Background: an optimization exercise with open tools, aiming at small area. Do not read the settings as production practice. Only simulation tests tie the RTL to the original design; equivalence was not proved. Power figures rest on the tool's default switching activity, not on a simulated workload.

==> flow/design.v <==
module vec_mem_sequencer #(
  parameter int unsigned ADDR_W = 9,
  parameter int unsigned MEM_W  = 32,
  parameter int unsigned LANES  = 32,
  parameter int unsigned LANE_W = 16,
  parameter int unsigned NREQ   = 4
) (
  input  logic                      clk,
  input  logic                      rst_n,
  input  logic [NREQ-1:0]           ld_req,
  input  logic [NREQ*ADDR_W-1:0]    ld_idx,
  input  logic                      st_req,
  input  logic [ADDR_W-1:0]         st_idx,
  input  logic [LANES*LANE_W-1:0]   st_data,
  output logic [NREQ-1:0]           ld_grant,
  output logic [NREQ-1:0]           ld_done,
  output logic [LANES*LANE_W-1:0]   ld_data,
  output logic                      st_done,
  output logic                      err,
  output logic                      busy,
  output logic [ADDR_W-1:0]         mem_addr,
  output logic                      mem_we,
  output logic [MEM_W-1:0]          mem_wdata,
  input  logic [MEM_W-1:0]          mem_rdata
);
  localparam int unsigned PTR_W = 2;
  localparam int unsigned CNT_W = 5;
  localparam int unsigned VEC_W = LANES * LANE_W;
  localparam int unsigned BUF_W = VEC_W - LANE_W;
  logic [CNT_W-1:0]   cnt_q;
  logic [PTR_W-1:0]   ptr_q, pick;
  logic [ADDR_W-1:0]  pick_idx;
  logic [BUF_W-1:0]   buf_q;
  logic [VEC_W-1:0]   ldn_q;
  logic               ldz_q;
  logic [NREQ-1:0]    ld_grant_q, ld_done_q;
  logic               idle_q, hold_q;
  logic               lacc_q, drain_q, st_done_q, err_q, busy_q, mem_we_q;
  logic [ADDR_W-1:0]  mem_addr_q;
  logic [LANE_W-1:0]  wlane_q;
  logic arb, acc, last, st_ok, ld_ok, st_acc, ld_acc;
  always_comb begin
    pick = ptr_q;
    for (int i = NREQ - 1; i >= 0; i--)
      if (ld_req[PTR_W'(32'(ptr_q) + 32'(i))]) pick = PTR_W'(32'(ptr_q) + 32'(i));
    pick_idx = ld_idx[32'(pick)*ADDR_W +: ADDR_W];
  end
  assign arb    = !busy_q && !err_q;
  assign acc    = lacc_q || mem_we_q;
  assign last   = (cnt_q == CNT_W'(LANES-1));
  assign st_ok  = (st_idx <= ADDR_W'(512 - LANES));
  assign ld_ok  = (pick_idx <= ADDR_W'(512 - LANES));
  assign st_acc = arb && st_req && st_ok;
  assign ld_acc = arb && !st_req && (|ld_req) && ld_ok;
  logic [BUF_W-1:0] buf_d;
  for (genvar j = 0; j < LANES - 1; j++) begin : g_lane
    logic [LANE_W-1:0] src, st_l;
    assign st_l = st_data[(j+1)*LANE_W +: LANE_W];
    if (j == LANES - 2) begin : g_top
      assign src = mem_rdata[LANE_W-1:0];
    end else begin : g_mid
      assign src = buf_q[(j+1)*LANE_W +: LANE_W];
    end
    assign buf_d[j*LANE_W +: LANE_W] =
      ~(({LANE_W{idle_q}} | src) & ({LANE_W{busy_q}} | st_l));
  end
  logic [VEC_W-1:0] ld_new, ld_out;
  for (genvar k = 0; k < LANES; k++) begin : g_new
    if (k == LANES - 1) begin : g_rd
      assign ld_new[k*LANE_W +: LANE_W] = mem_rdata[LANE_W-1:0];
    end else if (k % 2 == 1) begin : g_odd
      assign ld_new[k*LANE_W +: LANE_W] = buf_q[k*LANE_W +: LANE_W];
    end else if (k == 0) begin : g_zero
      assign ld_new[k*LANE_W +: LANE_W] = ~buf_q[k*LANE_W +: LANE_W];
    end else begin : g_even
      assign ld_new[k*LANE_W +: LANE_W] = buf_d[(k-1)*LANE_W +: LANE_W];
    end
  end
  assign ld_out = ~(ldn_q | {VEC_W{ldz_q}});
  always_ff @(posedge clk) begin
    buf_q <= buf_d;
    ldn_q <= ~(({VEC_W{drain_q}} | ld_out) & ({VEC_W{hold_q}} | ld_new));
  end
  always_ff @(posedge clk or negedge rst_n) begin
    if (!rst_n) ldz_q <= 1'b1;
    else        ldz_q <= ldz_q && !drain_q;
  end
  always_ff @(posedge clk or negedge rst_n) begin
    if (!rst_n) begin
      cnt_q      <= '0;
      ptr_q      <= '0;
      ld_grant_q <= '0;
      ld_done_q  <= '0;
      lacc_q     <= 1'b0;
      drain_q    <= 1'b0;
      hold_q     <= 1'b1;
      idle_q     <= 1'b1;
      st_done_q  <= 1'b0;
      err_q      <= 1'b0;
      busy_q     <= 1'b0;
      mem_we_q   <= 1'b0;
      mem_addr_q <= '0;
      wlane_q    <= '0;
    end else begin
      cnt_q     <= acc ? cnt_q + CNT_W'(1) : '0;
      lacc_q    <= ld_acc || (lacc_q && !last);
      mem_we_q  <= st_acc || (mem_we_q && !last);
      drain_q   <= lacc_q && last;
      hold_q    <= !(lacc_q && last);
      st_done_q <= mem_we_q && last;
      ld_done_q <= drain_q ? ld_grant_q : '0;
      busy_q    <= st_acc || ld_acc || acc || drain_q;
      idle_q    <= !(st_acc || ld_acc || acc || drain_q);
      err_q     <= arb && (st_req ? !st_ok : (|ld_req && !ld_ok));
      if (busy_q)
        ld_grant_q <= (lacc_q || drain_q) ? ld_grant_q : '0;
      else
        ld_grant_q <= (arb && !st_req && |ld_req) ? NREQ'(1) << pick : '0;
      if (ld_acc) ptr_q <= pick + PTR_W'(1);
      if (st_acc)
        mem_addr_q <= st_idx;
      else if (ld_acc)
        mem_addr_q <= pick_idx;
      else if (acc && !last)
        mem_addr_q <= mem_addr_q + ADDR_W'(1);
      else
        mem_addr_q <= '0;
      if (st_acc)
        wlane_q <= st_data[LANE_W-1:0];
      else if (mem_we_q && !last)
        wlane_q <= buf_q[LANE_W-1:0] ^ {LANE_W{~cnt_q[0]}};
      else
        wlane_q <= '0;
    end
  end
  assign ld_grant  = ld_grant_q;
  assign ld_done   = ld_done_q;
  assign ld_data   = ld_out;
  assign st_done   = st_done_q;
  assign err       = err_q;
  assign busy      = busy_q;
  assign mem_addr  = mem_addr_q;
  assign mem_we    = mem_we_q;
  assign mem_wdata = {{(MEM_W-LANE_W){wlane_q[LANE_W-1]}}, wlane_q};
endmodule
export LEC_CHECK = 0
export CAP_MARGIN = 20
export CORE_AREA = 2 2 418 418
export DIE_AREA = 0 0 420 420
export SLEW_MARGIN = 20
create_clock -name core_clock -period 5.0 [get_ports {clk}]
standard.sh (not shown) runs the stock make flow with config.mk's settings and CLKGATE_MAP_FILE= SYNTH_SCRIPT=/design/flow/synth_recipe.tcl, a recipe that flattens the netlist after the stock synthesis.
==> flow/flow/run.sh <==
#!/bin/bash
# The standard layout with two changes to how it is made; synthesis runs unchanged.
# - buffer_ports: every input and output port still gets its own buffer, but the
#   buffer is sky130_fd_sc_hd__buf_1 instead of the cell buffer_ports picks.
# - clock tree: clkbuf_8 buffers, sinks clustered up to 16 per leaf buffer within
#   50 um, and no dummy loads.
set -euo pipefail
bash standard.sh synth > synth.log 2>&1
export BUFFER_PORTS_ARGS="-buffer_cell sky130_fd_sc_hd__buf_1"
export CTS_ARGS="-sink_clustering_enable -repair_clock_nets -buf_list {sky130_fd_sc_hd__clkbuf_8} -sink_clustering_size 16 -sink_clustering_max_diameter 50 -dont_use_dummy_load"
bash standard.sh finish > layout.log 2>&1
The starting point completed with no timing, DRC or antenna violations.
Then changed:
--- a/flow/design.v
+++ b/flow/design.v
@@ -30,10 +30,9 @@
   logic [CNT_W-1:0]   cnt_q;
   logic [PTR_W-1:0]   ptr_q, pick;
   logic [ADDR_W-1:0]  pick_idx;
   logic [BUF_W-1:0]   buf_q;
-  logic [VEC_W-1:0]   ldn_q;
-  logic               ldz_q;
+  logic [VEC_W-1:0]   ld_data_q;
   logic [NREQ-1:0]    ld_grant_q, ld_done_q;
   logic               idle_q, hold_q;
   logic               lacc_q, drain_q, st_done_q, err_q, busy_q, mem_we_q;
   logic [ADDR_W-1:0]  mem_addr_q;
@@ -63,9 +62,9 @@
     end
     assign buf_d[j*LANE_W +: LANE_W] =
       ~(({LANE_W{idle_q}} | src) & ({LANE_W{busy_q}} | st_l));
   end
-  logic [VEC_W-1:0] ld_new, ld_out;
+  logic [VEC_W-1:0] ld_new;
   for (genvar k = 0; k < LANES; k++) begin : g_new
     if (k == LANES - 1) begin : g_rd
       assign ld_new[k*LANE_W +: LANE_W] = mem_rdata[LANE_W-1:0];
     end else if (k % 2 == 1) begin : g_odd
@@ -75,16 +74,14 @@
     end else begin : g_even
       assign ld_new[k*LANE_W +: LANE_W] = buf_d[(k-1)*LANE_W +: LANE_W];
     end
   end
-  assign ld_out = ~(ldn_q | {VEC_W{ldz_q}});
   always_ff @(posedge clk) begin
     buf_q <= buf_d;
-    ldn_q <= ~(({VEC_W{drain_q}} | ld_out) & ({VEC_W{hold_q}} | ld_new));
   end
   always_ff @(posedge clk or negedge rst_n) begin
-    if (!rst_n) ldz_q <= 1'b1;
-    else        ldz_q <= ldz_q && !drain_q;
+    if (!rst_n) ld_data_q <= '0;
+    else        ld_data_q <= ({VEC_W{drain_q}} & ld_new) | ({VEC_W{hold_q}} & ld_data_q);
   end
   always_ff @(posedge clk or negedge rst_n) begin
     if (!rst_n) begin
       cnt_q      <= '0;
@@ -134,9 +131,9 @@
     end
   end
   assign ld_grant  = ld_grant_q;
   assign ld_done   = ld_done_q;
-  assign ld_data   = ld_out;
+  assign ld_data   = ld_data_q;
   assign st_done   = st_done_q;
   assign err       = err_q;
   assign busy      = busy_q;
   assign mem_addr  = mem_addr_q;
- wire length went up by 6.9%
- synthesized cell count decreases by 18%
- power goes up by 0.49%
- first-iteration DRC count went down by 7.6%
- maximum frequency came out higher by 12%
- critical path depth is higher by 7
- worst setup slack improved by 0.43 ns
- via count came out lower by 6.4%

-- separate check: timing with driven ports --
How much do the figures lean on ideal ports? The routed layouts below were timed once more, with nothing changed but the port constraints. Step 1, drivers: a clkbuf_16 drives clk and a buf_2 each remaining input, both assumed. Step 2 adds t to the input delays and takes it off the output delays; t is the mean of the earliest and latest rising clock arrival at the registers after step 1. Input paths then give back, and output paths get back, about the clock's delay inside the block. a / b / c = ideal / step 1 / step 2; a / b = the first two.
run | t (ns) | slack for setup (ns) | hold WS [ns] | worst setup path after step 2
the first run | 0.918 | 0.880 / 0.794 / 0.320 | 0.270 / 0.219 / 0.357 | input to register
the second run | 0.904 | 1.306 / 1.306 / 0.557 | 0.280 / 0.239 / 0.385 | input to register
After both steps every run listed still meets setup and hold. For the second run, which loses most, drivers alone change the setup slack by 0.000 ns; drivers and shift together by -0.749 ns.
